Source: an optimization exercise on an open RTL-to-GDS flow (aim: small area, a short achievable clock period and few clock cycles). Production flows keep margins and buffers that such runs may drop.
Function was checked by simulation only, so behaviour that the tests miss may differ from the original.
Power and IR drop assume default switching activity.

`constraint.sdc`:
```
create_clock -name core_clock -period 5.0 [get_ports {clk}]
set_input_delay 1.0000 -clock core_clock [delete_from_list [all_inputs] [get_ports {clk}]]
set_output_delay 1.0000 -clock core_clock [all_outputs]
set_load 0.01 [all_outputs]
```
`design.v`:
```
module serial_sorter #(
  parameter int unsigned WIDTH  = 32,
  parameter int unsigned DEPTH  = 16,
  parameter bit          SIGNED = 1'b1
) (
  input  logic             clk,
  input  logic             rst_n,
  input  logic [WIDTH-1:0] data_serial_i,
  input  logic             data_valid_i,
  input  logic             data_last_i,
  input  logic             descending_i,
  output logic             data_ready_o,
  input  logic             out_ready_i,
  output logic [WIDTH-1:0] data_serial_o,
  output logic             data_valid_o,
  output logic             data_last_o,
  output logic             busy_o
);
  logic             pre_v_q;
  logic [WIDTH-1:0] pre_d_q;
  logic             pre_last_q;
  logic             pre_desc_q;
  logic             in_v_q;
  logic [WIDTH-1:0] in_d_q;
  logic             in_last_q;
  logic             in_desc_q;
  logic [DEPTH-1:0] hg_q, hl_q, lg_q;
  logic [DEPTH-1:0][WIDTH-1:0] c_q;
  logic [DEPTH-1:0] occ_q;    
  logic [DEPTH-1:0] open_q;   
  logic [DEPTH-1:0] last_q;   
  logic             desc_q;   
  logic             o_v_q, s_v_q;
  logic [WIDTH-1:0] o_d_q, s_d_q;
  logic             o_last_q, s_last_q;
  logic             full_q;   
  logic             ready_q, busy_q;
  logic             ins_q, adv_q;   
  logic             pop, o_free, room, ins, adv, close, accept, one_hole;
  logic             pre_v_n, in_v_n, s_v_n, full_n, ready_n;
  logic             hg_in, hl_in, lg_in;
  logic [DEPTH-1:0] hg_pre, hl_pre, lg_pre;   
  logic [DEPTH-1:0] hg_src, hl_src, lg_src;
  logic [DEPTH-1:0] after;        
  logic [DEPTH-1:0] mv;           
  logic [DEPTH-1:0] put;          
  logic [DEPTH-1:0] hole_above;   
  logic [DEPTH-1:0] from_below;   
  logic [DEPTH-1:0] keep;         
  localparam int unsigned HW = WIDTH / 2;
  function automatic logic [1:0] compare(input logic [HW-1:0] a,
                                         input logic [HW-1:0] b);
    logic [HW-1:0] g, l;
    g = a & ~b;
    l = ~a & b;
    for (int s = 1; s < int'(HW); s = s * 2) begin
      for (int j = 0; j + s < int'(HW); j = j + 2 * s) begin
        g[j] = g[j+s] | (~l[j+s] & g[j]);
        l[j] = l[j+s] | (~g[j+s] & l[j]);
      end
    end
    compare = {g[0], l[0]};
  endfunction
  function automatic logic [HW-1:0] upper(input logic [WIDTH-1:0] a);
    upper = a[WIDTH-1:HW];
    if (SIGNED) upper[HW-1] = ~a[WIDTH-1];
  endfunction
  assign data_valid_o  = o_v_q;
  assign data_serial_o = o_d_q;
  assign data_last_o   = o_last_q;
  assign pop        = occ_q[DEPTH-1] & ~s_v_q;
  assign o_free     = ~o_v_q | out_ready_i;
  assign room       = ~full_q | ~s_v_q;
  assign ins        = ins_q;    
  assign adv        = adv_q;    
  assign close      = ins & (in_last_q | open_q[DEPTH-2]);
  assign accept     = data_valid_i & ready_q;
  assign data_ready_o = ready_q;
  assign busy_o       = busy_q;
  assign pre_v_n  = accept | (pre_v_q & ~adv);
  assign in_v_n   = adv | (in_v_q & ~ins);
  assign s_v_n    = s_v_q ? ~o_free : (pop & ~o_free);
  always_comb begin
    logic [DEPTH-1:0] a1, a2;
    a1 = ~occ_q;
    a2 = '0;
    for (int s = 1; s < int'(DEPTH); s = s * 2) begin
      for (int j = 0; j + s < int'(DEPTH); j = j + 2 * s) begin
        a2[j] = a2[j] | a2[j+s] | (a1[j] & a1[j+s]);
        a1[j] = a1[j] | a1[j+s];
      end
    end
    one_hole = a1[0] & ~a2[0];
  end
  assign full_n   = full_q ? ~(pop & ~ins) : (one_hole & ins & ~pop);
  assign ready_n  = ~pre_v_n | ~in_v_n | ~full_n | ~s_v_n;
  assign {hg_in, hl_in} = compare(upper(in_d_q), upper(pre_d_q));
  assign lg_in          = compare(in_d_q[HW-1:0], pre_d_q[HW-1:0]) >> 1;
  always_comb begin
    hg_pre[DEPTH-1] = 1'b0;
    hl_pre[DEPTH-1] = 1'b0;
    lg_pre[DEPTH-1] = 1'b0;
    after[DEPTH-1]  = 1'b0;
    for (int i = 0; i < int'(DEPTH) - 1; i++) begin
      {hg_pre[i], hl_pre[i]} = compare(upper(c_q[i]), upper(pre_d_q));
      lg_pre[i] = compare(c_q[i][HW-1:0], pre_d_q[HW-1:0]) >> 1;
      after[i]  = open_q[i] & ((hg_q[i] | (~hl_q[i] & lg_q[i])) ^ desc_q);
    end
    hole_above[DEPTH-1] = 1'b0;
    for (int i = int'(DEPTH) - 2; i >= 0; i--)
      hole_above[i] = hole_above[i+1] | ~occ_q[i+1];
    for (int i = 0; i < int'(DEPTH); i++)
      mv[i] = occ_q[i] & (open_q[i] ? (ins & ~after[i]) : (hole_above[i] | pop));
    put[0] = ins & ~after[0];
    for (int i = 1; i < int'(DEPTH); i++)
      put[i] = ins & after[i-1] & ~after[i];
    from_below[0] = 1'b0;
    for (int i = 1; i < int'(DEPTH); i++)
      from_below[i] = mv[i-1];
    keep = ~(from_below | put);
    hg_src = adv ? hg_pre : hg_q;
    hl_src = adv ? hl_pre : hl_q;
    lg_src = adv ? lg_pre : lg_q;
  end
  always_ff @(posedge clk or negedge rst_n) begin
    if (!rst_n) begin
      ready_q <= 1'b0;
      busy_q  <= 1'b0;
      full_q  <= 1'b0;
      ins_q   <= 1'b0;
      adv_q   <= 1'b0;
      pre_v_q <= 1'b0;
      in_v_q  <= 1'b0;
      occ_q   <= '0;
      open_q  <= '0;
      desc_q  <= 1'b0;
      o_v_q   <= 1'b0;
      s_v_q   <= 1'b0;
    end else begin
      ready_q <= ready_n;
      busy_q  <= ~ready_n;
      full_q  <= full_n;
      ins_q   <= in_v_n & (~full_n | ~s_v_n);
      adv_q   <= pre_v_n & (~in_v_n | ~full_n | ~s_v_n);
      if (o_free) o_v_q <= s_v_q | pop;
      s_v_q   <= s_v_n;
      pre_v_q <= pre_v_n;
      in_v_q  <= in_v_n;
      if (ins && !open_q[0]) desc_q <= in_desc_q;
      occ_q  <= from_below | put | (occ_q & ~mv);
      open_q <= ((from_below & (open_q << 1)) | put | (open_q & ~mv)) & {DEPTH{~close}};
      open_q[DEPTH-1] <= 1'b0;
    end
  end
  always_ff @(posedge clk) begin
    if (accept) begin
      pre_d_q    <= data_serial_i;
      pre_last_q <= data_last_i;
      pre_desc_q <= descending_i;
    end
    if (adv) begin
      in_d_q    <= pre_d_q;
      in_last_q <= pre_last_q;
      in_desc_q <= pre_desc_q;
    end
    if (o_free) begin
      o_d_q    <= s_v_q ? s_d_q : c_q[DEPTH-1];
      o_last_q <= s_v_q ? s_last_q : last_q[DEPTH-1];
    end
    if (!s_v_q) begin
      s_d_q    <= c_q[DEPTH-1];
      s_last_q <= last_q[DEPTH-1];
    end
    hg_q <= (from_below & (hg_src << 1)) | (put & {DEPTH{hg_in}}) | (keep & hg_src);
    hl_q <= (from_below & (hl_src << 1)) | (put & {DEPTH{hl_in}}) | (keep & hl_src);
    lg_q <= (from_below & (lg_src << 1)) | (put & {DEPTH{lg_in}}) | (keep & lg_src);
    for (int i = 0; i < int'(DEPTH); i++) begin
      c_q[i] <= ({WIDTH{from_below[i]}} & c_q[(i + int'(DEPTH) - 1) % int'(DEPTH)])
              | ({WIDTH{put[i]}}        & in_d_q)
              | ({WIDTH{keep[i]}}       & c_q[i]);
    end
    last_q <= (from_below & (last_q << 1))
            | (put & {{(DEPTH-1){1'b0}}, close})
            | (keep & (last_q | {{(DEPTH-1){1'b0}}, close}));
  end
endmodule
```
`config.mk`:
```
export PLATFORM = sky130hd
export DESIGN_NAME = serial_sorter
export DESIGN_NICKNAME = serial_sorter
export VERILOG_FILES = /design/flow/design.v
export SDC_FILE = /design/flow/constraint.sdc
export NUM_CORES = 4
export LEC_CHECK = 0
export CAP_MARGIN = 20
export CORE_MARGIN = 2
export CORE_UTILIZATION = 55
export SETUP_SLACK_MARGIN = 2.2
export SLEW_MARGIN = 20
```
`run.sh`:
```
#!/bin/bash
# synth_recipe.tcl (not shown) runs the flow's synth.tcl, then flattens the netlist and writes it again
# the make line also repeats each setting of config.mk as NAME=value (left out here)
make -C /OpenROAD-flow-scripts/flow DESIGN_CONFIG=/design/flow/config.mk WORK_HOME=/design/flow/orfs CLKGATE_MAP_FILE= SYNTH_SCRIPT=/design/flow/synth_recipe.tcl finish
```
==> flow_summary.toml, run 1 <==
[run_status]
status = "no timing/DRC/antenna violations"

[cts]
clockBufferDepth = 3
clk_pin_slew_ns = 0.06
cts_max_level = 3
cts_sinks = 748
cts_hold_buf = 0
cts_buffers = 83
clkLatencyLatePin_ns = 0.65
cts_tree = "done"
cts_root_buf = "clkbuf_16"

[logic_synthesis]
synth_top_cell_by_area = "dfxtp_1"
synthDistinctLibCells = 96
synth_top_flop_cell = "dfxtp_1"
synth_cells = 4681
syn-num-nets = 4719
syn_area_um2 = 38820
synth_common_cells = "1006 x nand2_1, 574 x dfxtp_1, 459 x a22oi_1"
synthArstFlopShare = 0.05481
synth_edf_count = 133
synth_warnings = 1
synthTopCellsByArea = "dfxtp_1 30%, edfxtp_1 10%, nand2_1 9.7%, a22oi_1 8.9%, o21ai_0 3.4%"
synth_top_area_share = 0.2960
syn_avg_cell_area_um2 = 8.294
synth_seq_cells = 748
synth_most_common_cell = "nand2_1"
synth_seq_area_share = 0.4253

[die]
coreArea_um2 = 69910
dieArea_um2 = 72730
start_util = 0.5554
die_h_um = 269.7
io_pins = 74
num_rows = 97
die_w_um = 269.7

[sta]
maxSlewViolCount = 0
finalHoldViolCount = 0
tns_ns = 0
max_freq_ghz = 0.3548
post-route-period-util = 0.5637
layout_min_cycle_time_ns = 2.819
fin_skew_ns = 0.02062
setup_viol = 0
timing.final.ws_setup_ns = 2.181
rsz0062_at_grt = "yes"
max_slew_margin = 0.2887
max_slew.worst_pin.slew_ns = 1.067

[critical_path]
critical_path_class = "flop to flop"
cp_cell_sequence = "buf_4, or3_1, a31oi_2, o22ai_2, nor2_4, buf_4, buf_4, o211ai_1, o211ai_1"
slowest_delay_ns = 0.49
crit_path_end_kind = "flop"
start_kind = "flop"
cp.arrival_ns = 3.40
crit_fanout = 30
slowest_stage = "or3_1"
crit_top_cell = "buf_4"
required_ns = 5.58

[final_layout]
finalNetCount = 4787
multi_input_area_um2 = 20710
drive_above_1_share = 0.1252
fillers = 6173
regArea_um2 = 16520
area_growth_pct = 15.53

[routing]
drc = 0
drt-vias-per-instance = 6.701
ant_nets = 0
drtIter0Drc = 5829
first_pass_iters = 8
wire_per_inst_um = 27.23
wirelength_mm = 156.9
vias = 38610

[placement]
dp_slack_ns = 1.503
port_buffers = 73
hpwl_mm = 100.8
gp_congestion = 0.9845

[grt]
grt_max_degree = 52
overflow = 0
grt_util_all_layers = 0.4150
grt_pass1_vias = 34870
grt_pass1_wl_mm = 228.7
grt_antenna_before_repair = 7

[power]
power_density_nw_per_um2 = 677.5
ir_worst_vdd_v = 0.0004746
p_leak_nw = 17.94

[min_path]
min-delay-path-class = "flop to flop"

[run]
drv_cap = 0
==> sequential cells by signal (all words and copies together), names as in the netlist, 15 cells and up, named ones only <==
name and cells:
in_d_q 32, hg_q 15, pre_d_q 32, last_q 16, o_d_q 32, open_q 15
c_q 480, lg_q 15, s_d_q 32, occ_q 16, hl_q 15
==> cell families after synthesis <==
group / synth area share
simple gates: 0.1825
mux: 0.01128
flops: 0.4253
fa+ha+maj: 0.02672
compound gates: 0.2954
buf+inv: 0.05833
xor+xnor: 0.0004513
==> stage by stage <==
step / instance area, um^2 / hold WS, ns / instances / utilization / power [mW]
after global placement: 40210 / 0.4262 / 5460 / 0.5752 / 22.50
after detailed placement: 40210 / 0.4063 / 5460 / 0.5752 / 22.69
after floorplan: 38830 / 0.4003 / 4681 / - / 18.34
after CTS: 43810 / 0.4378 / 5692 / 0.6267 / 29.29
final: 44850 / 0.4340 / 5761 / 0.6416 / 30.39
after global routing: 44850 / 0.4568 / 5758 / 0.6415 / 31.82
==> metal layers <==
layer  vias to the layer above  share of wire  track usage
met2                      2561           0.40       0.5831
met1                     18430           0.41       0.5945
met3                       388           0.14       0.1202
li1                      17220              -            -
met4                         4          0.045       0.1680
met5                         -        0.00017            0
==> path summary, 6_finish.rpt <==
kind,endpoint,cells after the start,slack (ns),startpoint
max reg2reg,lg_q[7]$_DFF_P_,9,2.18,desc_q$_DFFE_PN0P_
min in group asynchronous,o_v_q$_DFFE_PN0N_,1,0.52,rst_n
max,lg_q[7]$_DFF_P_,9,2.18,desc_q$_DFFE_PN0P_
max in group asynchronous,s_v_q$_DFF_PN0_,1,3.73,rst_n
min reg2reg,in_desc_q$_DFFE_PP_,0,0.43,pre_desc_q$_DFFE_PP_
min,in_desc_q$_DFFE_PP_,0,0.43,pre_desc_q$_DFFE_PP_
==> placed cells by master (no fill, tap or decap), types with 34 or more instances in the layout <==
| cell type | netlist | final |
|---|---|---|
| a31oi_1 | 66 | 62 |
| nor2_1 | 215 | 201 |
| dfxtp_1 | 574 | 574 |
| o21a_1 | 51 | 51 |
| a221o_1 | 52 | 52 |
| maj3_1 | 98 | 98 |
| a21o_1 | 62 | 62 |
| buf_4 | 10 | 216 |
| o21ai_0 | 265 | 262 |
| nor3_1 | 36 | 34 |
| nor2b_1 | 106 | 106 |
| clkdlybuf4s50_1 | 0 | 72 |
| o221ai_1 | 45 | 45 |
| mux2_2 | 38 | 38 |
| clkbuf_16 | 0 | 88 |
| nand2_1 | 1006 | 1003 |
| dfrtp_1 | 41 | 36 |
| o31ai_1 | 46 | 46 |
| nand2b_1 | 126 | 123 |
| a21oi_1 | 198 | 195 |
| edfxtp_1 | 133 | 133 |
| a22oi_1 | 459 | 450 |
| o211ai_1 | 49 | 49 |
| inv_1 | 170 | 158 |
| o22ai_1 | 48 | 46 |
==> where the power goes <==
part,internal (mW),switching (mW)
combinational,4.94,8.15
sequential,8.64,2.50
clock,3.48,2.68
total,17.1,13.3
==> critical path: cells and delay by family (launching register included) <==
family / cells / cell delay (ns)
AO/OA/AOI/OAI: 4 / 0.97
AND/OR/NAND/NOR: 2 / 0.77
buffers and inverters: 3 / 0.60
flip-flops: 1 / 0.37
==> cell type report <==
type	instances	share of cell area
Antenna cell	3	0.0001674
Clock buffer	117	0.05375
Clock inverter	37	0.006360
Inverter	184	0.01690
Multi-Input combinational cell	3401	0.4617
Sequential cell	748	0.3684
Tap cell	940	0.02622
Timing Repair Buffer	327	0.06592
Timing Repair inverter	4	0.0006137
==> timing repair <==
item / in CTS / in global routing
gates cloned: 10 / 1
resized for setup: 63 / 94
pin swaps: 11 / 19
setup endpoints to repair: 436 / 284
buffers inserted: 68 / 65
Testbench counts, summed over its fixed seeds: cycles 4,008.
==> inputs of run 2 (changes only) <==
--- a/design.v
+++ b/design.v
@@ -32,10 +32,12 @@
   logic             desc_q;   
-  logic             o_v_q, s_v_q;
-  logic [WIDTH-1:0] o_d_q, s_d_q;
-  logic             o_last_q, s_last_q;
-  logic             full_q;   
+  logic             s_v_q;
+  logic [WIDTH-1:0] s_d_q;
+  logic             s_last_q;
   logic             ready_q, busy_q;
   logic             ins_q, adv_q;   
-  logic             pop, o_free, room, ins, adv, close, accept, one_hole;
-  logic             pre_v_n, in_v_n, s_v_n, full_n, ready_n;
+  logic             pop, take, top_free, room, ins, adv, close, accept;
+  logic             top_in_v, top_in_last;   
+  logic [WIDTH-1:0] top_in_d;
+  logic             pre_v_n, in_v_n, s_v_n, ready_n;
+  logic [DEPTH-1:0] occ_n;
   logic             hg_in, hl_in, lg_in;
@@ -67,8 +69,9 @@
   endfunction
-  assign data_valid_o  = o_v_q;
-  assign data_serial_o = o_d_q;
-  assign data_last_o   = o_last_q;
-  assign pop        = occ_q[DEPTH-1] & ~s_v_q;
-  assign o_free     = ~o_v_q | out_ready_i;
-  assign room       = ~full_q | ~s_v_q;
+  assign data_valid_o  = occ_q[DEPTH-1];
+  assign data_serial_o = c_q[DEPTH-1];
+  assign data_last_o   = last_q[DEPTH-1];
+  assign pop        = ~s_v_q;
+  assign take       = occ_q[DEPTH-1] & out_ready_i;
+  assign top_free   = ~occ_q[DEPTH-1] | take;
+  assign room       = ~s_v_q;
   assign ins        = ins_q;    
@@ -81,17 +84,7 @@
   assign in_v_n   = adv | (in_v_q & ~ins);
-  assign s_v_n    = s_v_q ? ~o_free : (pop & ~o_free);
-  always_comb begin
-    logic [DEPTH-1:0] a1, a2;
-    a1 = ~occ_q;
-    a2 = '0;
-    for (int s = 1; s < int'(DEPTH); s = s * 2) begin
-      for (int j = 0; j + s < int'(DEPTH); j = j + 2 * s) begin
-        a2[j] = a2[j] | a2[j+s] | (a1[j] & a1[j+s]);
-        a1[j] = a1[j] | a1[j+s];
-      end
-    end
-    one_hole = a1[0] & ~a2[0];
-  end
-  assign full_n   = full_q ? ~(pop & ~ins) : (one_hole & ins & ~pop);
-  assign ready_n  = ~pre_v_n | ~in_v_n | ~full_n | ~s_v_n;
+  assign top_in_v    = mv[DEPTH-2] | put[DEPTH-1];
+  assign top_in_d    = put[DEPTH-1] ? in_d_q : c_q[DEPTH-2];
+  assign top_in_last = ~put[DEPTH-1] & last_q[DEPTH-2];
+  assign s_v_n    = s_v_q ? ~take : (top_in_v & ~top_free);
+  assign ready_n  = ~pre_v_n | ~in_v_n | ~s_v_n;
   assign {hg_in, hl_in} = compare(upper(in_d_q), upper(pre_d_q));
@@ -111,4 +104,5 @@
       hole_above[i] = hole_above[i+1] | ~occ_q[i+1];
-    for (int i = 0; i < int'(DEPTH); i++)
+    for (int i = 0; i < int'(DEPTH) - 1; i++)
       mv[i] = occ_q[i] & (open_q[i] ? (ins & ~after[i]) : (hole_above[i] | pop));
+    mv[DEPTH-1] = take;
     put[0] = ins & ~after[0];
@@ -120,2 +114,4 @@
     keep = ~(from_below | put);
+    occ_n = from_below | put | (occ_q & ~mv);
+    occ_n[DEPTH-1] = s_v_q | top_in_v | ~top_free;
     hg_src = adv ? hg_pre : hg_q;
@@ -128,3 +124,2 @@
       busy_q  <= 1'b0;
-      full_q  <= 1'b0;
       ins_q   <= 1'b0;
@@ -136,3 +131,2 @@
       desc_q  <= 1'b0;
-      o_v_q   <= 1'b0;
       s_v_q   <= 1'b0;
@@ -141,6 +135,4 @@
       busy_q  <= ~ready_n;
-      full_q  <= full_n;
-      ins_q   <= in_v_n & (~full_n | ~s_v_n);
-      adv_q   <= pre_v_n & (~in_v_n | ~full_n | ~s_v_n);
-      if (o_free) o_v_q <= s_v_q | pop;
+      ins_q   <= in_v_n & ~s_v_n;
+      adv_q   <= pre_v_n & (~in_v_n | ~s_v_n);
       s_v_q   <= s_v_n;
@@ -149,3 +141,3 @@
       if (ins && !open_q[0]) desc_q <= in_desc_q;
-      occ_q  <= from_below | put | (occ_q & ~mv);
+      occ_q  <= occ_n;
       open_q <= ((from_below & (open_q << 1)) | put | (open_q & ~mv)) & {DEPTH{~close}};
@@ -165,9 +157,5 @@
     end
-    if (o_free) begin
-      o_d_q    <= s_v_q ? s_d_q : c_q[DEPTH-1];
-      o_last_q <= s_v_q ? s_last_q : last_q[DEPTH-1];
-    end
     if (!s_v_q) begin
-      s_d_q    <= c_q[DEPTH-1];
-      s_last_q <= last_q[DEPTH-1];
+      s_d_q    <= top_in_d;
+      s_last_q <= top_in_last;
     end
@@ -176,3 +164,3 @@
     lg_q <= (from_below & (lg_src << 1)) | (put & {DEPTH{lg_in}}) | (keep & lg_src);
-    for (int i = 0; i < int'(DEPTH); i++) begin
+    for (int i = 0; i < int'(DEPTH) - 1; i++) begin
       c_q[i] <= ({WIDTH{from_below[i]}} & c_q[(i + int'(DEPTH) - 1) % int'(DEPTH)])
@@ -181,5 +169,9 @@
     end
-    last_q <= (from_below & (last_q << 1))
-            | (put & {{(DEPTH-1){1'b0}}, close})
-            | (keep & (last_q | {{(DEPTH-1){1'b0}}, close}));
+    last_q[DEPTH-2:0] <= (from_below[DEPTH-2:0] & (last_q[DEPTH-2:0] << 1))
+                       | (put[DEPTH-2:0] & {{(DEPTH-2){1'b0}}, close})
+                       | (keep[DEPTH-2:0] & (last_q[DEPTH-2:0] | {{(DEPTH-2){1'b0}}, close}));
+    if (top_free) begin
+      c_q[DEPTH-1]    <= s_v_q ? s_d_q : top_in_d;
+      last_q[DEPTH-1] <= s_v_q ? s_last_q : top_in_last;
+    end
   end
--- a/config.mk
+++ b/config.mk
@@ -10,2 +10,4 @@
 export CORE_UTILIZATION = 55
+export CTS_CLUSTER_DIAMETER = 80
+export CTS_CLUSTER_SIZE = 30
 export SETUP_SLACK_MARGIN = 2.2
==> run 2 against run 1 <==
Net effect: utilization decreased by 1.9 points; via count decreased by 8.9%; largest power group unchanged; largest cell class unchanged; die area decreased by 6.1%; global-route usage decreased by 0.99 points; clock-buffer cell count decreased by 74.
==> flow_summary.toml, run 2 <==
[final_layout]
final_util = 0.6222
finalNetCount = 4499
multi_input_area_um2 = 18870
fillers = 5947
regArea_um2 = 15810
largest_register_ffs = 480
layout_common_cells = "936 x nand2_1, 540 x dfxtp_1, 499 x a22oi_1"
area_growth_pct = 12.08
layout_commonest_cell = "nand2_1"
final_area_um2 = 40830
regMostFlops = "c_q"
drive_above_1_share = 0.1036

[logic_synthesis]
syn-num-nets = 4516
synth_common_cells = "943 x nand2_1, 541 x dfxtp_1, 503 x a22oi_1"
syn_area_um2 = 36430
synth_top_area_share = 0.2973
synth_top_family_by_area = "compound AO/OA/AOI/OAI gates"
synth_top_flop_cell = "dfxtp_1"
syn_avg_cell_area_um2 = 8.135
synth_most_common_cell = "nand2_1"
synthDistinctLibCells = 70
synth_seq_area_share = 0.4337
synth_mux_area_frac = 0.01109
synthTopCellsByArea = "dfxtp_1 30%, edfxtp_1 11%, a22oi_1 10%, nand2_1 9.7%, maj3_1 6.2%"
synth_edf_count = 133
synth_xor_xnor_area_share = 0.003366
synth_top_cell_by_area = "dfxtp_1"
synthSimpleGateAreaFrac = 0.1478
synth_compound_area_frac = 0.2728
synthArstFlopShare = 0.05470
synth_seq_cells = 713
synth_warnings = 1
synth_cells = 4478
synth_adder_area_share = 0.06217

[placement]
port_buffers = 73
gp_congestion = 1.009
place_area_um2 = 37940
hpwl_mm = 91.13

[sta]
setup_viol = 0
max_slew.worst_pin.slew_ns = 1.082
rsz0062_at_grt = "yes"
whs_ns = 0.4461
layout_min_cycle_time_ns = 2.933
max_slew_margin = 0.2764
fin_skew_ns = 0.03585
post-route-period-util = 0.5866
max_freq_ghz = 0.3410
tns_ns = 0
maxSlewViolCount = 0
finalHoldViolCount = 0

[routing]
wl_met3_mm = 19.32
wirelength_mm = 144.1
ant_nets = 0
met1_length_mm = 58.58
drtIter0Drc = 4744
routed-wl-met2_mm = 59.96
top_layer_used = "met5"
wire_per_inst_um = 26.90
vias = 35180
first_pass_iters = 6
drt-vias-per-instance = 6.569
drc = 0

[power]
ir_worst_vdd_v = 0.0003955
p_leak_nw = 16.23
p_total_mw = 30.15
power_density_nw_per_um2 = 738.5

[critical_path]
crit_fanout = 8
r2r_start = "pre_d_q[1]$_DFFE_PP_"
cp.arrival_ns = 3.45
start_kind = "flop"
crit_path_end_kind = "flop"
critical_path_class = "flop to flop"
required_ns = 5.51
crit_start = "pre_d_q[1]$_DFFE_PP_"

[grt]
grt_util_all_layers = 0.4051
grt_pass1_wl_mm = 206.8
grt_antenna_before_repair = 6
grt_max_degree = 71
grt_pass1_vias = 31570
overflow = 0

[cts]
cts_hold_buf = 0
cts_buffers = 37
cts_sinks = 713
cts_root_buf = "clkbuf_16"
clkLatencyLatePin_ns = 0.64
clockBufferDepth = 3
clk_pin_slew_ns = 0.11
cts_max_level = 2
cts_tree = "done"

[die]
io_pins = 74
dieArea_um2 = 68310
num_rows = 94
coreArea_um2 = 65630
start_util = 0.5551
die_h_um = 261.4
die_w_um = 261.4

[min_path]
worst_hold_startpoint = "pre_last_q$_DFFE_PP_"
min-delay-path-class = "flop to flop"

[run]
drv_cap = 0

[run_status]
status = "no timing/DRC/antenna violations"
-- run 2: path summary, 6_finish.rpt --
check                                            to  slack [ns]  cells past startpoint
max in group asynchronous           ins_q$_DFF_PN0_        3.80                      1
min in group asynchronous       occ_q[11]$_DFF_PN0_        0.51                      1
worst min-delay path            in_last_q$_DFFE_PP_        0.45                      0
worst max register to register     lg_q[12]$_DFF_P_        2.07                     11
worst max-delay path               lg_q[12]$_DFF_P_        2.07                     11
worst min register to register  in_last_q$_DFFE_PP_        0.45                      0
-- run 2: worst max-delay path: stages (launching register included) --
cell and delay, ns:
edfxtp_1 0.48, buf_6 0.16, nor3b_4 0.05, a2bb2oi_2 0.12, maj3_2 0.29, maj3_2 0.35
a221o_1 0.35, o211ai_2 0.08, o41a_2 0.19, a2111oi_4 0.06, or2_4 0.32, a221o_1 0.35
-- run 2: cell type report --
cell class / count / share of cell area
clock inverters: 25 / 0.005945
clock buffers: 43 / 0.02556
well taps: 864 / 0.02648
multi-input cells: 3138 / 0.4623
repair buffers: 297 / 0.06585
inverters: 271 / 0.02592
diodes: 2 / 0.0001226
repair inverters: 3 / 0.0005516
flip-flops and latches: 713 / 0.3873
-- run 2: metrics by stage --
| stage | setup WS (ns) | cells |
|---|---|---|
| detailed placement | 1.464 | 5179 |
| global route | 2.020 | 5355 |
| CTS | 2.037 | 5322 |
| floorplan | 2.224 | 4478 |
| global placement | 1.538 | 5178 |
| finish | 2.067 | 5356 |
-- run 2: cell families after synthesis --
logic type,count (synthesis)
buf+inv,634
simple gates,1307
compound gates,1544
mux,40
fa+ha+maj,226
xor+xnor,14
flops,713
-- run 2: per-layer routing --
layer  vias up  GRT usage
li1      15880          -
met3       346     0.1192
met1     16710     0.5618
met2      2242     0.5924
met4         4     0.1575
met5         -   0.004861
-- run 2: what timing repair did --
item / in CTS / in global routing
endpoints found under the setup margin: 425 / 339
setup buffers: 66 / 29
resized for setup: 71 / 133
cloned: 9 / 3
pin swaps: 24 / 40
hold endpoints to repair: 0 / 0
-- run 2: power by group --
group,internal [mW],switching [mW]
clock network,1.60,2.22
registers,8.44,2.49
logic,5.37,10.0
total,15.4,14.7
Testbench counts of run 2, summed over its fixed seeds: cycles 4,000.
==> inputs of run 3 (changes only) <==
--- a/config.mk
+++ b/config.mk
@@ -9,5 +9,6 @@
 export CORE_MARGIN = 2
-export CORE_UTILIZATION = 55
+export CORE_UTILIZATION = 65
 export CTS_CLUSTER_DIAMETER = 80
 export CTS_CLUSTER_SIZE = 30
+export PLACE_DENSITY = 0.8
 export SETUP_SLACK_MARGIN = 2.2
==> run 3 against run 2 <==
Net effect: clock-buffer cell count shrank 1; combinational power grew 5%; wire length shrank 1.2%; sequential cell count is the same; die area shrank 15%; via count grew 4.7%; critical path depth shrank 1; global-route usage grew 6.0 points.
==> flow_summary.toml, run 3 <==
[run_status]
status = "no timing/DRC/antenna violations"

[logic_synthesis]
synth_most_common_cell = "nand2_1"
synth_top_flop_cell = "dfxtp_1"
synth_top_area_share = 0.2973
synth_cells = 4478
synthTopCellsByArea = "dfxtp_1 30%, edfxtp_1 11%, a22oi_1 10%, nand2_1 9.7%, maj3_1 6.2%"
synth_top_cell_by_area = "dfxtp_1"
synth_common_cells = "943 x nand2_1, 541 x dfxtp_1, 503 x a22oi_1"
syn_avg_cell_area_um2 = 8.135
synth_seq_cells = 713
synth_warnings = 1
synth_edf_count = 133
syn_area_um2 = 36430
synthDistinctLibCells = 70
synthArstFlopShare = 0.05470
syn-num-nets = 4516
synth_seq_area_share = 0.4337

[grt]
grt_pass1_wl_mm = 202.0
grt_util_all_layers = 0.4649
grt_antenna_before_repair = 10
overflow = 0
grt_pass1_vias = 32550
grt_max_degree = 82

[final_layout]
final_area_um2 = 41180
layout_commonest_cell = "nand2_1"
drive_above_1_share = 0.1128
regArea_um2 = 15810
regMostFlops = "c_q"
area_growth_pct = 13.04
finalNetCount = 4534
layout_common_cells = "936 x nand2_1, 541 x dfxtp_1, 499 x a22oi_1"
multi_input_area_um2 = 19030
finalNonFillerCells = 5276
fillers = 4191
largest_register_ffs = 480

[cts]
cts_root_buf = "clkbuf_16"
cts_tree = "done"
cts_buffers = 37
cts_max_level = 2
clk_pin_slew_ns = 0.11
cts_hold_buf = 0
clockBufferDepth = 3
cts_sinks = 713
clkLatencyLatePin_ns = 0.63

[routing]
wirelength_mm = 142.3
drt-vias-per-instance = 6.979
wire_per_inst_um = 26.97
vias = 36820
ant_nets = 0
drc = 0
first_pass_iters = 12
drtIter0Drc = 6125

[sta]
layout_min_cycle_time_ns = 2.992
max_slew.worst_pin.slew_ns = 1.383
rsz0062_at_grt = "yes"
tns_ns = 0
setup_viol = 0
maxSlewViolCount = 0
post-route-period-util = 0.5985
max_freq_ghz = 0.3342
finalHoldViolCount = 0
fin_skew_ns = 0.02501
timing.final.ws_setup_ns = 2.008
max_slew_margin = 0.07714

[placement]
hpwl_mm = 85.24
dp_cells = 5040
gp_congestion = 1.077
port_buffers = 73
dp_slack_ns = 1.342
place_area_um2 = 37660

[die]
die_w_um = 240.7
io_pins = 74
die_h_um = 240.7
coreArea_um2 = 55200
start_util = 0.6599
dieArea_um2 = 57950
num_rows = 86

[critical_path]
reg2reg_depth = 10
required_ns = 5.52
crit_path_end_kind = "flop"
timing.reg2reg.setup_slack_ns = 2.01
r2r_end = "lg_q[13]$_DFF_P_"
critical_path_class = "flop to flop"
r2r_start = "pre_d_q[9]$_DFFE_PP_"
cp.arrival_ns = 3.51
start_kind = "flop"
crit_fanout = 12

[min_path]
min-delay-path-class = "flop to flop"
min_to = "in_desc_q$_DFFE_PP_"
worst_hold_startpoint = "pre_desc_q$_DFFE_PP_"
whs_path_depth = 0

[power]
p_leak_nw = 16.43
power_density_nw_per_um2 = 752.7
ir_worst_vdd_v = 0.0006583

[run]
drv_cap = 0
run 3: changes by cell type in the layout (fill, tap and decap cells not counted), moves of 7 or more:
| cell | change |
|---|---|
| a21oi_2 | +10 |
| o21ai_1 | +7 |
| a21oi_1 | -11 |
| buf_12 | +13 |
| o21ai_0 | -8 |
| buf_6 | -10 |
| buf_4 | +20 |
run 3: worst max-delay path: stages, from the launching register on:
cell        delay, ns
edfxtp_1         0.45
clkinvlp_4       0.15
buf_4            0.20
maj3_2           0.40
a2111oi_4        0.37
o31ai_2          0.24
o21ai_1          0.16
maj3_2           0.24
o21ai_1          0.08
a31o_2           0.25
a221o_1          0.34
run 3: cell families after synthesis:
kind of cell | count (synthesis) | share of synthesized area
adders and majority gates | 226 | 0.06217
and+or+nand+nor | 1307 | 0.1478
muxes | 40 | 0.01109
DFF | 713 | 0.4337
AOI/OAI and AO/OA | 1544 | 0.2728
buffers and inverters | 634 | 0.06911
xor gates and xnor gates | 14 | 0.003366
run 3: worst max path at each step:
stage | start | to | slack [ns] | depth (start not counted)
6_report | pre_d_q[9]$_DFFE_PP_ | lg_q[13]$_DFF_P_ | 2.01 | 10
5_1_grt | pre_d_q[12]$_DFFE_PP_ | lg_q[11]$_DFF_P_ | 2.01 | 13
4_1_cts | pre_d_q[6]$_DFFE_PP_ | lg_q[13]$_DFF_P_ | 1.99 | 10
3_5_place_dp | pre_d_q[9]$_DFFE_PP_ | lg_q[13]$_DFF_P_ | 1.34 | 10
3_3_place_gp | pre_d_q[9]$_DFFE_PP_ | lg_q[13]$_DFF_P_ | 1.34 | 10
2_1_floorplan | in_d_q[0]$_DFFE_PP_ | lg_q[11]$_DFF_P_ | 2.22 | 12
run 3: stage by stage:
step                  util  total power [mW]  hold slack, ns
floorplan                -             19.08          0.4003
global placement    0.6813             23.79          0.4097
detailed placement  0.6823             24.20          0.4068
CTS                 0.7266             28.79          0.4417
global route        0.7458             32.08          0.4551
finish              0.7460             31.00          0.4428
run 3: where the power goes:
group,switching (mW),internal [mW],total (mW)
clock,2.20,1.64,3.83
sequential,2.53,8.45,11.0
combinational,10.5,5.72,16.2
run 3: area by class of cell:
type,count,area share
repair buffers,320,0.07271
clock inverters,23,0.007262
flip-flops and latches,713,0.3840
inverters,271,0.02610
well taps,748,0.02273
multi-input cells,3148,0.4621
repair inverters,5,0.0007900
clock buffers,42,0.02394
diodes,6,0.0003646
run 3: routing by layer:
layer | share of wire | global-route usage | wire, um | vias to the layer above
met1 | 0.35 | 0.6038 | 50170 | 17080
li1 | - | - | - | 15950
met2 | 0.40 | 0.6582 | 56860 | 3074
met5 | 0.0012 | 0.01684 | 176 | -
met3 | 0.18 | 0.1948 | 25140 | 704
met4 | 0.070 | 0.2400 | 9916 | 8
run 3: timing repair:
item	CTS	global route
resized for setup	87	125
pin swaps	25	50
gates cloned	13	10
hold endpoints to repair	0	0
setup endpoints to repair	499	349
buffers inserted	87	55
==> inputs of run 4 (changes only) <==
--- a/config.mk
+++ b/config.mk
@@ -9,7 +9,6 @@
 export CORE_MARGIN = 2
-export CORE_UTILIZATION = 65
-export CTS_CLUSTER_DIAMETER = 80
+export CORE_UTILIZATION = 50
+export CTS_CLUSTER_DIAMETER = 70
 export CTS_CLUSTER_SIZE = 30
-export PLACE_DENSITY = 0.8
-export SETUP_SLACK_MARGIN = 2.2
+export SETUP_SLACK_MARGIN = 2.3
 export SLEW_MARGIN = 20
==> run 4 against run 3 <==
Net effect: utilization down 16 points; largest power group unchanged; critical endpoint is now lg_q[11]$_DFF_P_; die area rose by 29%; cell count is 4.0% higher; non-clock buffer count fell by 6; maximum frequency fell by 3.0%; wire length up 0.89%; clock power is 19% higher; design area up 1.8%; via count decreased by 5.4%; hold slack worse by 0.0031 ns; global-route usage down 9.7 points.
==> flow_summary.toml, run 4 <==
[critical_path]
required_ns = 5.54
cp_cell_sequence = "buf_6, nor3b_2, a2bb2oi_2, maj3_2, maj3_2, a221o_1, o211ai_2, o41a_2, a2111oi_4, or2_4, a221o_1"
critical_path_class = "flop to flop"
critical-path-top-delay-family = "compound AO/OA/AOI/OAI gates"
crit_fanout = 8
start_kind = "flop"
cp.arrival_ns = 3.62
slowest_stage = "edfxtp_1"
slowest_delay_ns = 0.55
crit_path_end_kind = "flop"
path_buf_inv = 1

[routing]
first_pass_iters = 9
ant_nets = 0
vias = 34850
drc = 0
wire_per_inst_um = 26.16
drt-vias-per-instance = 6.349
wirelength_mm = 143.5
drtIter0Drc = 4479

[final_layout]
area_growth_pct = 15.04
drive_above_1_share = 0.1164
layout_commonest_cell = "nand2_1"
layout_common_cells = "936 x nand2_1, 539 x dfxtp_1, 496 x a22oi_1"
fillers = 6619
regMostFlops = "c_q"
largest_register_ffs = 480
finalNetCount = 4535

[sta]
timing.final.ws_setup_ns = 1.916
max_freq_ghz = 0.3242
setup_viol = 0
max_slew_margin = 0.2618
maxSlewViolCount = 0
layout_min_cycle_time_ns = 3.084
rsz0062_at_grt = "yes"
max_slew.worst_pin.slew_ns = 1.107
post-route-period-util = 0.6169
fin_skew_ns = 0.02663
finalHoldViolCount = 0
tns_ns = 0

[logic_synthesis]
synth_most_common_cell = "nand2_1"
synth_seq_area_share = 0.4337
synth_edf_count = 133
synth_top_area_share = 0.2973
synthTopCellsByArea = "dfxtp_1 30%, edfxtp_1 11%, a22oi_1 10%, nand2_1 9.7%, maj3_1 6.2%"
synth_cells = 4478
synthDistinctLibCells = 70
synth_warnings = 1
syn_avg_cell_area_um2 = 8.135
synth_common_cells = "943 x nand2_1, 541 x dfxtp_1, 503 x a22oi_1"
syn_area_um2 = 36430
synth_top_flop_cell = "dfxtp_1"
synth_top_cell_by_area = "dfxtp_1"
syn-num-nets = 4516
synth_seq_cells = 713
synthArstFlopShare = 0.05470

[power]
pwr-share-seq = 0.347
comb_power_share = 0.508
power_density_nw_per_um2 = 748.1
p_leak_nw = 16.63
p_clk_frac = 0.145
swShare = 0.4807
p_switching_mw = 15.07
ir_worst_vdd_v = 0.0005219
p_int_mw = 16.28

[cts]
cts_sinks = 713
clkLatencyLatePin_ns = 0.64
cts_buffers = 48
cts_tree = "done"
clk_pin_slew_ns = 0.10
clockBufferDepth = 3
cts_root_buf = "clkbuf_16"
cts_hold_buf = 0
cts_max_level = 2

[grt]
grt_pass1_wl_mm = 207.8
overflow = 0
grt_util_all_layers = 0.3681
grt_pass1_vias = 31900
grt_max_degree = 71
grt_antenna_before_repair = 9

[die]
die_w_um = 273.9
dieArea_um2 = 75030
die_h_um = 273.9
io_pins = 74
coreArea_um2 = 71850
start_util = 0.5070
num_rows = 98

[min_path]
min-delay-path-class = "flop to flop"

[placement]
gp_congestion = 0.9544
port_buffers = 73
hpwl_mm = 90.44
dp_slack_ns = 1.467

[run]
drv_cap = 0

[run_status]
status = "no timing/DRC/antenna violations"
[run 4: cell counts after synthesis]
No cell type changed its count.
[run 4: cells by family after synthesis]
kind of cell	after synthesis	share of synthesized area
simple gates	1307	0.1478
fa+ha+maj	226	0.06217
buf+inv	634	0.06911
xor+xnor	14	0.003366
mux	40	0.01109
flops	713	0.4337
compound gates	1544	0.2728
[run 4: worst paths after layout]
path | from | end | slack, ns | depth (start not counted)
max | pre_d_q[1]$_DFFE_PP_ | lg_q[11]$_DFF_P_ | 1.92 | 11
min | pre_desc_q$_DFFE_PP_ | in_desc_q$_DFFE_PP_ | 0.44 | 0
max reg2reg | pre_d_q[1]$_DFFE_PP_ | lg_q[11]$_DFF_P_ | 1.92 | 11
min reg2reg | pre_desc_q$_DFFE_PP_ | in_desc_q$_DFFE_PP_ | 0.44 | 0
max in group asynchronous | rst_n | desc_q$_DFFE_PN0P_ | 3.80 | 1
min in group asynchronous | rst_n | ready_q$_DFF_PN0_ | 0.50 | 1
[run 4: routing by layer]
metal,share of wire,track usage
met4,0.040,0.1333
met2,0.42,0.5524
met5,0.00079,0
met3,0.12,0.1042
met1,0.42,0.5043
[run 4: power by group through the flow]
stage | clock [mW] | combinational (mW) | sequential (mW)
finish | 4.54 | 15.9 | 10.9
global route | 4.78 | 17.0 | 11.1
CTS | 4.57 | 14.6 | 10.8
detailed placement | 0 | 13.4 | 11.1
global placement | 0 | 13.3 | 11.0
floorplan | 0 | 9.12 | 9.97
[run 4: what timing repair did]
action,CTS,global route
setup buffers,95,32
resized for setup,117,151
endpoints found under the setup margin,581,374
pin swaps,48,48
cloned,11,7
[run 4: layout make-up]
class	instances	area (um^2)	area share
Tap cell	950	1189	0.02836
Clock inverter	32	365.4	0.008718
Sequential cell	713	15810	0.3773
Antenna cell	3	7.507	0.0001791
Multi-Input combinational cell	3144	19100	0.4557
Timing Repair inverter	5	27.53	0.0006569
Inverter	271	1079	0.02574
Clock buffer	56	1358	0.03239
Timing Repair Buffer	314	2970	0.07088
[run 4: worst register-to-register path, delay by kind of cell (launching register included)]
family | cells | cell delay [ns]
AO/OA/AOI/OAI | 6 | 1.22
adder cells (fa/ha/maj) | 2 | 0.65
buffers and inverters | 1 | 0.18
flip-flops | 1 | 0.55
AND/OR/NAND/NOR | 2 | 0.39
[run 4: metrics by stage]
step	hold WS, ns	area, um^2	util	total power [mW]	cells
finish	0.4397	41910	0.5832	31.35	5488
floorplan	0.4003	36450	-	19.10	4478
detailed placement	0.4077	37980	0.5285	24.48	5251
global route	0.4537	41900	0.5831	32.90	5486
CTS	0.4483	41030	0.5710	29.97	5445
global placement	0.4058	37980	0.5285	24.32	5251
==> inputs of run 5 (changes only) <==
--- a/design.v
+++ b/design.v
@@ -48,3 +48,2 @@
   logic [DEPTH-1:0] put;          
-  logic [DEPTH-1:0] hole_above;   
   logic [DEPTH-1:0] from_below;   
@@ -101,7 +100,4 @@
     end
-    hole_above[DEPTH-1] = 1'b0;
-    for (int i = int'(DEPTH) - 2; i >= 0; i--)
-      hole_above[i] = hole_above[i+1] | ~occ_q[i+1];
     for (int i = 0; i < int'(DEPTH) - 1; i++)
-      mv[i] = occ_q[i] & (open_q[i] ? (ins & ~after[i]) : (hole_above[i] | pop));
+      mv[i] = occ_q[i] & (open_q[i] ? (ins & ~after[i]) : pop);
     mv[DEPTH-1] = take;
--- a/config.mk
+++ b/config.mk
@@ -9,6 +9,6 @@
 export CORE_MARGIN = 2
-export CORE_UTILIZATION = 50
-export CTS_CLUSTER_DIAMETER = 70
+export CORE_UTILIZATION = 55
+export CTS_CLUSTER_DIAMETER = 80
 export CTS_CLUSTER_SIZE = 30
-export SETUP_SLACK_MARGIN = 2.3
+export SETUP_SLACK_MARGIN = 2.2
 export SLEW_MARGIN = 20
==> run 5 against run 4 <==
Net effect: still clean on timing, DRC and antenna; register-to-register slack improved by 0.07 ns; cell count fell by 1.6%; hold slack worse by 0.086 ns; critical path depth is the same; sequential share of layout area is 0.29 points higher; global-route usage is 1.1 points lower; synthesized cell count is 1.5% higher; wire length shrank 8.1%; non-clock buffer count decreased by 18; sequential cell count is the same; area after synthesis up 2.0%; largest power group unchanged.
==> flow_summary.toml, run 5 <==
[sta]
tns_ns = 0
max_freq_ghz = 0.3320
whs_ns = 0.3536
maxSlewViolCount = 0
layout_min_cycle_time_ns = 3.012
finalHoldViolCount = 0
post-route-period-util = 0.6025
max_slew_margin = 0.3459
fin_skew_ns = 0.03206
rsz0062_at_grt = "yes"
setup_viol = 0
max_slew.worst_pin.slew_ns = 0.9812

[critical_path]
worstSetupEndpoint = "lg_q[6]$_DFF_P_"
cp.depth = 11
reg2reg_depth = 11
critical-path-top-delay-family = "compound AO/OA/AOI/OAI gates"
critical_path_class = "flop to flop"
crit_path_end_kind = "flop"
path_buf_inv = 2
crit_start = "pre_d_q[6]$_DFFE_PP_"
cp.arrival_ns = 3.53
crit_top_cell = "nor2_1"
timing.reg2reg.setup_slack_ns = 1.99
required_ns = 5.52
start_kind = "flop"
cp_cell_sequence = "buf_6, nor2_1, buf_4, a21oi_1, nor2_1, a2111oi_0, o21ai_0, nand3_1, a31oi_1, a22o_1, a21o_1"
r2r_end = "lg_q[6]$_DFF_P_"
crit_fanout = 16
slowest_stage = "a2111oi_0"
slowest_delay_ns = 0.61
r2r_start = "pre_d_q[6]$_DFFE_PP_"

[die]
num_rows = 95
dieArea_um2 = 69660
coreArea_um2 = 67040
die_h_um = 263.9
die_w_um = 263.9
io_pins = 74
start_util = 0.5543

[routing]
ant_nets = 0
first_pass_iters = 8
vias = 35420
wirelength_mm = 131.8
drtIter0Drc = 4647
drt-vias-per-instance = 6.561
drc = 0
wire_per_inst_um = 24.43

[final_layout]
layout_commonest_cell = "nand2_1"
layout_common_cells = "847 x nand2_1, 541 x dfxtp_1, 383 x a22oi_1"
regMostFlops = "c_q"
drive_above_1_share = 0.1017
finalNetCount = 4533
fillers = 6014
area_growth_pct = 11.87
final_area_um2 = 41570
antenna-diode-count = 0
largest_register_ffs = 480

[cts]
clockBufferDepth = 3
cts_tree = "done"
cts_root_buf = "clkbuf_16"
clkLatencyLatePin_ns = 0.62
cts_max_level = 2
cts_sinks = 713
cts_buffers = 39
clk_pin_slew_ns = 0.11

[logic_synthesis]
synth_edf_count = 133
synth_most_common_cell = "nand2_1"
syn-num-nets = 4583
synth_top_flop_cell = "dfxtp_1"
synth_top_area_share = 0.2914
synth_common_cells = "853 x nand2_1, 541 x dfxtp_1, 383 x a22oi_1"
synth_warnings = 1
synth_cells = 4545
syn_avg_cell_area_um2 = 8.177
synth_top_cell_by_area = "dfxtp_1"
synth_seq_cells = 713
synthDistinctLibCells = 70
syn_area_um2 = 37160
synthTopCellsByArea = "dfxtp_1 29%, edfxtp_1 11%, nand2_1 8.6%, a22oi_1 7.7%, o21ai_0 4.4%"
synthArstFlopShare = 0.05470
synth_seq_area_share = 0.4252

[power]
ir_worst_vdd_v = 0.0004957
power_density_nw_per_um2 = 709.2
swShare = 0.4663
p_clk_frac = 0.135
pwr-share-seq = 0.369
p_int_mw = 15.74
p_leak_nw = 16.45
comb_power_share = 0.496
p_switching_mw = 13.75

[placement]
port_buffers = 73
hpwl_mm = 87.17
gp_congestion = 0.9270
place_area_um2 = 38390

[run_status]
status = "no timing/DRC/antenna violations"

[grt]
grt_max_degree = 72
grt_pass1_wl_mm = 193.3
grt_util_all_layers = 0.3572
overflow = 0
grt_pass1_vias = 30820
grt_antenna_before_repair = 3

[min_path]
min-delay-path-class = "input pin to asynchronous set/reset pin"

[run]
drv_cap = 0
==> run 5: changes by cell type after synthesis, moves of 54 or more <==
cell and change:
a22oi_1 -120, nand2_1 -90, nor3_1 +77, a221o_1 +72, o21ai_0 -69, maj3_1 -62
inv_1 -54
==> run 5: final cells by class <==
cell class,count,area [um^2],share of cell area
multi-input combinational,3223,19600,0.4715
sequential,713,15810,0.3803
timing repair buffer,296,2783,0.06693
clock buffer,48,1115,0.02681
tap,873,1092,0.02627
inverter,220,878.3,0.02113
clock inverter,23,280.3,0.006741
timing repair inverter,2,15.01,0.0003611
==> run 5: power groups by stage <==
stage | logic, mW | registers (mW) | clock network (mW)
floorplan | 9.64 | 9.84 | 0
global placement | 12.7 | 11.0 | 0
detailed placement | 12.9 | 11.0 | 0
CTS | 13.5 | 10.8 | 4.00
global route | 15.9 | 11.1 | 4.18
finish | 14.6 | 10.9 | 3.98
==> run 5: worst min-delay path by stage <==
stage | slack, ns | startpoint | to
after CTS | 0.45 | pre_desc_q$_DFFE_PP_ | in_desc_q$_DFFE_PP_
after floorplan | 0.40 | pre_desc_q$_DFFE_PP_ | in_desc_q$_DFFE_PP_
after global routing | 0.39 | rst_n | occ_q[15]$_DFF_PN0_
final | 0.35 | rst_n | occ_q[15]$_DFF_PN0_
after global placement | 0.43 | pre_desc_q$_DFFE_PP_ | in_desc_q$_DFFE_PP_
after detailed placement | 0.41 | pre_last_q$_DFFE_PP_ | in_last_q$_DFFE_PP_
==> run 5: cells by family after synthesis <==
family | Yosys count | share of synthesized area
adder cells (fa/ha/maj) | 166 | 0.04485
flip-flops | 713 | 0.4252
buffers and inverters | 616 | 0.06619
multiplexers | 25 | 0.006801
XOR/XNOR | 7 | 0.001650
AND/OR/NAND/NOR | 1461 | 0.1735
AO/OA/AOI/OAI | 1557 | 0.2819
==> run 5: metrics by stage <==
stage / std cells / utilization / power (mW) / setup slack, ns
after floorplan: 4545 / - / 19.48 / 2.210
after detailed placement: 5211 / 0.5726 / 23.95 / 1.435
after global routing: 5398 / 0.6202 / 31.15 / 1.974
after CTS: 5334 / 0.6042 / 28.34 / 2.058
after global placement: 5211 / 0.5725 / 23.77 / 1.537
final: 5398 / 0.6202 / 29.49 / 1.988
==> run 5: what timing repair did <==
item,4_1_cts,5_1_grt
endpoints found under the setup margin,525,190
cloned,5,10
hold buffers,0,0
gates resized for setup,83,114
setup buffers,47,54
pin swaps,15,20
==> run 5: routing by layer <==
layer  routed length (um)  global-route usage  vias to the layer above
li1                     -                   -                    16280
met1                59500              0.5568                    16900
met2                52740              0.5019                     2033
met3                16640             0.07084                      198
met4                 2944             0.08308                        4
met5                   22                   0                        -
Testbench counts of run 5, summed over its fixed seeds: cycles 4,000.
==> inputs of run 6 (changes only) <==
--- a/design.v
+++ b/design.v
@@ -20,2 +20,3 @@
   logic [WIDTH-1:0] pre_d_q;
+  logic [WIDTH-1:0] pre_dn_q;   
   logic             pre_last_q;
@@ -32,2 +33,3 @@
   logic             desc_q;   
+  logic             ndesc_q;  
   logic             s_v_q;
@@ -96,5 +98,8 @@
     for (int i = 0; i < int'(DEPTH) - 1; i++) begin
-      {hg_pre[i], hl_pre[i]} = compare(upper(c_q[i]), upper(pre_d_q));
-      lg_pre[i] = compare(c_q[i][HW-1:0], pre_d_q[HW-1:0]) >> 1;
-      after[i]  = open_q[i] & ((hg_q[i] | (~hl_q[i] & lg_q[i])) ^ desc_q);
+      logic [WIDTH-1:0] b;
+      b = (i < int'(DEPTH) / 2) ? pre_d_q : ~pre_dn_q;
+      {hg_pre[i], hl_pre[i]} = compare(upper(c_q[i]), upper(b));
+      lg_pre[i] = compare(c_q[i][HW-1:0], b[HW-1:0]) >> 1;
+      after[i]  = open_q[i] & ((hg_q[i] | (~hl_q[i] & lg_q[i])) ^
+                               ((i < int'(DEPTH) / 2) ? desc_q : ~ndesc_q));
     end
@@ -126,3 +131,2 @@
       open_q  <= '0;
-      desc_q  <= 1'b0;
       s_v_q   <= 1'b0;
@@ -136,3 +140,2 @@
       in_v_q  <= in_v_n;
-      if (ins && !open_q[0]) desc_q <= in_desc_q;
       occ_q  <= occ_n;
@@ -145,2 +148,3 @@
       pre_d_q    <= data_serial_i;
+      pre_dn_q   <= ~data_serial_i;
       pre_last_q <= data_last_i;
@@ -152,2 +156,6 @@
       in_desc_q <= pre_desc_q;
+    end
+    if (ins && !open_q[0]) begin
+      desc_q  <= in_desc_q;
+      ndesc_q <= ~in_desc_q;
     end
==> run 6 against run 5 <==
Net effect: sequential cell count increased by 33; sequential share of layout area increased by 2.5 points; still clean; register-to-register slack improved by 0.18 ns; worst setup slack improved by 0.18 ns; clock skew about the same; clock power about the same; sequential power increased by 6%.
==> flow_summary.toml, run 6 <==
[critical_path]
crit_path_end_kind = "flop"
start_kind = "flop"
timing.reg2reg.setup_slack_ns = 2.17
crit_fanout = 8
required_ns = 5.51
r2r_end = "lg_q[2]$_DFF_P_"
reg2reg_depth = 11
r2r_start = "pre_d_q[5]$_DFFE_PP_"
cp.arrival_ns = 3.34
critical_path_class = "flop to flop"
worstSetupEndpoint = "lg_q[2]$_DFF_P_"
crit_start = "pre_d_q[5]$_DFFE_PP_"

[logic_synthesis]
synth_seq_area_share = 0.4479
synth_seq_cells = 746
synth_most_common_cell = "nand2_1"
synth_top_area_share = 0.2888
synthDistinctLibCells = 69
synth_top_cell_by_area = "dfxtp_1"
synth_top_flop_cell = "dfxtp_1"
syn_avg_cell_area_um2 = 8.236
syn-num-nets = 4591
synth_warnings = 1
synth_cells = 4553
synthTopCellsByArea = "dfxtp_1 29%, edfxtp_1 13%, nand2_1 10%, a22oi_1 10%, maj3_1 6.0%"
synthArstFlopShare = 0.05094
syn_area_um2 = 37500
synth_common_cells = "1044 x nand2_1, 541 x dfxtp_1, 513 x a22oi_1"
synth_edf_count = 167

[cts]
cts_sinks = 746
clockBufferDepth = 3
cts_max_level = 2
clkLatencyLatePin_ns = 0.63
cts_root_buf = "clkbuf_16"
cts_tree = "done"
cts_hold_buf = 0
cts_buffers = 39
clk_pin_slew_ns = 0.11

[final_layout]
regMostFlops = "c_q"
finalNetCount = 4566
antenna-diode-count = 0
largest_register_ffs = 480
layout_common_cells = "1039 x nand2_1, 541 x dfxtp_1, 509 x a22oi_1"
fillers = 6084
drive_above_1_share = 0.09085
area_growth_pct = 10.53
layout_commonest_cell = "nand2_1"

[routing]
drtIter0Drc = 3225
wirelength_mm = 112.9
ant_nets = 0
wire_per_inst_um = 20.79
first_pass_iters = 6
vias = 33230
drc = 0
drt-vias-per-instance = 6.120

[sta]
timing.final.ws_setup_ns = 2.170
rsz0062_at_grt = "yes"
layout_min_cycle_time_ns = 2.830
max_freq_ghz = 0.3534
fin_skew_ns = 0.03169
max_slew_margin = 0.2558
finalHoldViolCount = 0
tns_ns = 0
maxSlewViolCount = 0
max_slew.worst_pin.slew_ns = 1.116
setup_viol = 0
post-route-period-util = 0.5660

[grt]
grt_util_met3 = 0.03981
use_met2 = 0.4761
grt_pass1_wl_mm = 173.6
top_usage_layer = "met2"
grt_max_degree = 66
grt_pass1_vias = 30290
overflow = 0
met1_usage = 0.4576
grt_antenna_before_repair = 0
grt_util_all_layers = 0.3091

[die]
die_h_um = 265.1
num_rows = 95
io_pins = 74
dieArea_um2 = 70280
coreArea_um2 = 67280
die_w_um = 265.1
start_util = 0.5574

[placement]
dp_slack_ns = 1.649
hpwl_mm = 78.02
gp_congestion = 0.9102
port_buffers = 73

[power]
ir_worst_vdd_v = 0.0008747
p_int_mw = 15.44
pwr-share-seq = 0.408
swShare = 0.4499
p_clk_frac = 0.142
power_density_nw_per_um2 = 677.4
comb_power_share = 0.450
p_leak_nw = 16.74
p_switching_mw = 12.63

[min_path]
min-delay-path-class = "flop to flop"

[run]
drv_cap = 0

[run_status]
status = "no timing/DRC/antenna violations"
run 6: cell type report:
type,instances,area [um^2],share of cell area
multi-input cells,3256,18980,0.4579
flip-flops and latches,746,16800,0.4054
repair buffers,286,2436,0.05877
well taps,873,1092,0.02635
clock buffers,43,1011,0.02439
inverters,199,770.7,0.01860
clock inverters,27,352.8,0.008513
run 6: power groups by stage:
stage               Clock [mW]  Sequential [mW]  Combinational (mW)
CTS                       4.06             11.4                12.0
global route              4.24             11.8                14.0
detailed placement           0             11.7                11.4
finish                    3.98             11.5                12.6
global placement             0             11.7                11.3
floorplan                    0             10.4                8.82
run 6: what timing repair did:
action,4_1_cts,5_1_grt
setup buffers,70,64
setup endpoints to repair,287,318
hold endpoints to repair,0,0
pin swaps,13,38
resized for setup,41,91
cloned,5,3
run 6: metal layers:
metal	routed length, um	up-vias	part of all wire
li1	-	16220	-
met1	53020	15680	0.47
met4	2650	0	0.023
met5	0	-	0
met2	49240	1185	0.44
met3	7999	147	0.071
run 6: how the worst min path moves through the flow:
stage / from / endpoint / slack (ns) / depth (start not counted)
detailed placement: pre_desc_q$_DFFE_PP_ / in_desc_q$_DFFE_PP_ / 0.41 / 0
global placement: pre_last_q$_DFFE_PP_ / in_last_q$_DFFE_PP_ / 0.40 / 0
global route: pre_desc_q$_DFFE_PP_ / in_desc_q$_DFFE_PP_ / 0.43 / 0
CTS: pre_desc_q$_DFFE_PP_ / in_desc_q$_DFFE_PP_ / 0.43 / 0
finish: pre_desc_q$_DFFE_PP_ / in_desc_q$_DFFE_PP_ / 0.43 / 0
floorplan: pre_desc_q$_DFFE_PP_ / in_desc_q$_DFFE_PP_ / 0.40 / 0
run 6: stage by stage:
| stage | hold WS, ns | std cells | power (mW) | util | instance area [um^2] |
|---|---|---|---|---|---|
| 6_report | 0.4322 | 5430 | 28.08 | 0.6161 | 41450 |
| 5_1_grt | 0.4349 | 5430 | 30.09 | 0.6161 | 41450 |
| 3_3_place_gp | 0.4003 | 5218 | 22.94 | 0.5733 | 38570 |
| 4_1_cts | 0.4286 | 5363 | 27.48 | 0.6042 | 40650 |
| 2_1_floorplan | 0.4003 | 4553 | 19.21 | - | 37500 |
| 3_5_place_dp | 0.4075 | 5218 | 23.13 | 0.5733 | 38570 |
run 6: cell families after synthesis:
| group | synth area share |
|---|---|
| DFF | 0.4479 |
| muxes | 0.008275 |
| AOI/OAI and AO/OA | 0.2660 |
| and+or+nand+nor | 0.1538 |
| adders and majority gates | 0.06069 |
| buffers and inverters | 0.05986 |
| xor gates and xnor gates | 0.003504 |
run 6: worst max-delay path: stages, from the launching register on:
cell        delay (ns)
edfxtp_1          0.45
clkinvlp_4        0.19
buf_6             0.15
maj3_1            0.35
maj3_2            0.33
a21oi_2           0.10
o32a_1            0.19
o221ai_2          0.11
a22oi_2           0.22
o31ai_4           0.13
buf_12            0.18
a221o_1           0.33
Testbench counts of run 6, summed over its fixed seeds: cycles 4,000.
==> inputs of run 7 (changes only) <==
--- a/config.mk
+++ b/config.mk
@@ -10,3 +10,3 @@
 export CORE_UTILIZATION = 55
-export CTS_CLUSTER_DIAMETER = 80
+export CTS_CLUSTER_DIAMETER = 60
 export CTS_CLUSTER_SIZE = 30
==> run 7 against run 6 <==
Net effect: critical path type unchanged; register-to-register slack better by 0.07 ns; design area up 1.5%; still clean; clock power increased by 21%; combinational power barely moved.
==> flow_summary.toml, run 7 <==
[cts]
cts_hold_buf = 0
cts_max_level = 2
cts_tree = "done"
cts_buffers = 56
clockBufferDepth = 3
cts_sinks = 746
clk_pin_slew_ns = 0.09
cts_root_buf = "clkbuf_16"
clkLatencyLatePin_ns = 0.65

[routing]
drt-vias-per-instance = 6.104
vias = 33350
ant_nets = 0
wire_per_inst_um = 20.82
first_pass_iters = 6
wirelength_mm = 113.7
drc = 0
drtIter0Drc = 3438

[sta]
tns_ns = 0
max_slew.worst_pin.slew_ns = 1.126
maxSlewViolCount = 0
whs_ns = 0.4279
post-route-period-util = 0.5517
fin_skew_ns = 0.03892
layout_min_cycle_time_ns = 2.758
max_freq_ghz = 0.3625
setup_viol = 0
max_slew_margin = 0.2493
finalHoldViolCount = 0
rsz0062_at_grt = "yes"

[final_layout]
layout_common_cells = "1039 x nand2_1, 541 x dfxtp_1, 510 x a22oi_1"
regMostFlops = "c_q"
largest_register_ffs = 480
area_growth_pct = 12.23
finalNonFillerCells = 5464
finalNetCount = 4583
antenna-diode-count = 0
layout_commonest_cell = "nand2_1"
drive_above_1_share = 0.09628

[logic_synthesis]
syn-num-nets = 4591
synth_warnings = 1
synth_cells = 4553
syn_area_um2 = 37500
synthArstFlopShare = 0.05094
synthDistinctLibCells = 69
synth_top_area_share = 0.2888
synthTopCellsByArea = "dfxtp_1 29%, edfxtp_1 13%, nand2_1 10%, a22oi_1 10%, maj3_1 6.0%"
synth_common_cells = "1044 x nand2_1, 541 x dfxtp_1, 513 x a22oi_1"
synth_top_flop_cell = "dfxtp_1"
synth_seq_area_share = 0.4479
syn_avg_cell_area_um2 = 8.236
synth_seq_cells = 746
synth_edf_count = 167
synth_top_cell_by_area = "dfxtp_1"
synth_most_common_cell = "nand2_1"

[die]
die_w_um = 265.1
dieArea_um2 = 70280
io_pins = 74
start_util = 0.5574
coreArea_um2 = 67280
die_h_um = 265.1
num_rows = 95

[placement]
hpwl_mm = 78.02
port_buffers = 73
gp_congestion = 0.9102
dp_cells = 5218

[critical_path]
slowest_stage = "edfxtp_1"
slowest_delay_ns = 0.58
critical-path-top-delay-family = "compound AO/OA/AOI/OAI gates"
crit_fanout = 8
cp_cell_sequence = "clkinvlp_4, maj3_1, nor2_1, a2bb2oi_1, a21oi_1, a2111oi_1, o31ai_4, a31oi_1, o31a_1, o211ai_1"
crit_path_end_kind = "flop"
cp.arrival_ns = 3.26
critical_path_class = "flop to flop"
start_kind = "flop"
reg2reg_depth = 10
cp.depth = 10
path_buf_inv = 1
required_ns = 5.50

[grt]
grt_pass1_wl_mm = 174.8
grt_antenna_before_repair = 1
grt_max_degree = 66
grt_util_all_layers = 0.3113
overflow = 0
grt_pass1_vias = 30540

[power]
power_density_nw_per_um2 = 689.1
p_leak_nw = 17.03
p_total_mw = 29.00
ir_worst_vdd_v = 0.0007319

[run_status]
status = "no timing/DRC/antenna violations"

[run]
drv_cap = 0

[min_path]
min-delay-path-class = "input pin to asynchronous set/reset pin"
[run 7: final cells by class]
class                      instances  area [um^2]
fill                            6028        25190
multi-input combinational       3256        18990
sequential                       746        16800
timing repair buffer             286         2485
clock buffer                      75         1624
tap                              873         1092
inverter                         199        774.5
clock inverter                    29        311.5
[run 7: repair_timing]
action / in CTS / in global routing
pin swaps: 23 / 39
setup buffers: 74 / 60
endpoints found under the setup margin: 318 / 321
gates cloned: 5 / 3
gates resized for setup: 44 / 93
[run 7: worst paths after layout]
kind | startpoint | endpoint | slack, ns
worst max-delay path | pre_d_q[7]$_DFFE_PP_ | lg_q[5]$_DFF_P_ | 2.24
worst min-delay path | rst_n | ready_q$_DFF_PN0_ | 0.43
worst max register to register | pre_d_q[7]$_DFFE_PP_ | lg_q[5]$_DFF_P_ | 2.24
worst min register to register | last_q[12]$_DFF_P_ | last_q[13]$_DFF_P_ | 0.43
max in group asynchronous | rst_n | adv_q$_DFF_PN0_ | 4.09
min in group core_clock | last_q[12]$_DFF_P_ | last_q[13]$_DFF_P_ | 0.43
[run 7: cell families (layout without fill, tap and decap cells)]
family | Yosys count | after routing | share of synthesized area
xor+xnor | 15 | 15 | 0.003504
fa+ha+maj | 227 | 227 | 0.06069
simple gates | 1416 | 1422 | 0.1538
mux | 31 | 31 | 0.008275
compound gates | 1560 | 1561 | 0.2660
flops | 746 | 746 | 0.4479
buf+inv | 558 | 589 | 0.05986
[run 7: where the power goes]
group	switching, mW	internal (mW)
Combinational	7.79	4.90
Sequential	2.63	8.84
Clock	2.41	2.42
[run 7: layer usage]
| metal | GRT usage | share of wire | vias up |
|---|---|---|---|
| li1 | - | - | 16270 |
| met1 | 0.4584 | 0.47 | 15700 |
| met5 | 0 | 0.000070 | - |
| met3 | 0.04333 | 0.076 | 155 |
| met4 | 0.08108 | 0.023 | 2 |
| met2 | 0.4803 | 0.43 | 1223 |
[run 7: stage by stage]
step	setup WS (ns)	util	instance area [um^2]
finish	2.242	0.6255	42080
floorplan	2.274	-	37500
global route	2.079	0.6255	42080
global placement	1.731	0.5733	38570
CTS	2.180	0.6136	41280
detailed placement	1.649	0.5733	38570

separate check: timing with driven ports:
Ports are ideal in the flow. The routed layouts listed here were re-timed in OpenROAD. Step 1, drivers: a clkbuf_16 drives clk and a buf_2 each remaining input, both assumed. Step 2, shift: input delay + t, output delay - t, t = (earliest + latest rising clock arrival at the registers) / 2. This alone moves slack from input paths to output paths. Three values: ideal ports, drivers, drivers and shift; two values: the first two.
run | t (ns) | setup WS [ns] | worst setup path at the end
run 1 | 0.710 | 2.181 / 2.181 / 2.085 | input to register
run 2 | 0.691 | 2.067 / 2.067 / 2.067 | register to register
run 3 | 0.687 | 2.008 / 2.008 / 2.008 | register to register
run 4 | 0.698 | 1.916 / 1.916 / 1.916 | register to register
run 5 | 0.672 | 1.988 / 1.988 / 1.988 | register to register
run 6 | 0.683 | 2.170 / 2.170 / 2.017 | input to register
run 7 | 0.701 | 2.242 / 2.209 / 1.997 | input to register
After both steps setup and hold are still met in every run listed. The setup slack of run 7, which loses most, moves by -0.033 ns with the drivers and by -0.245 ns with both steps.
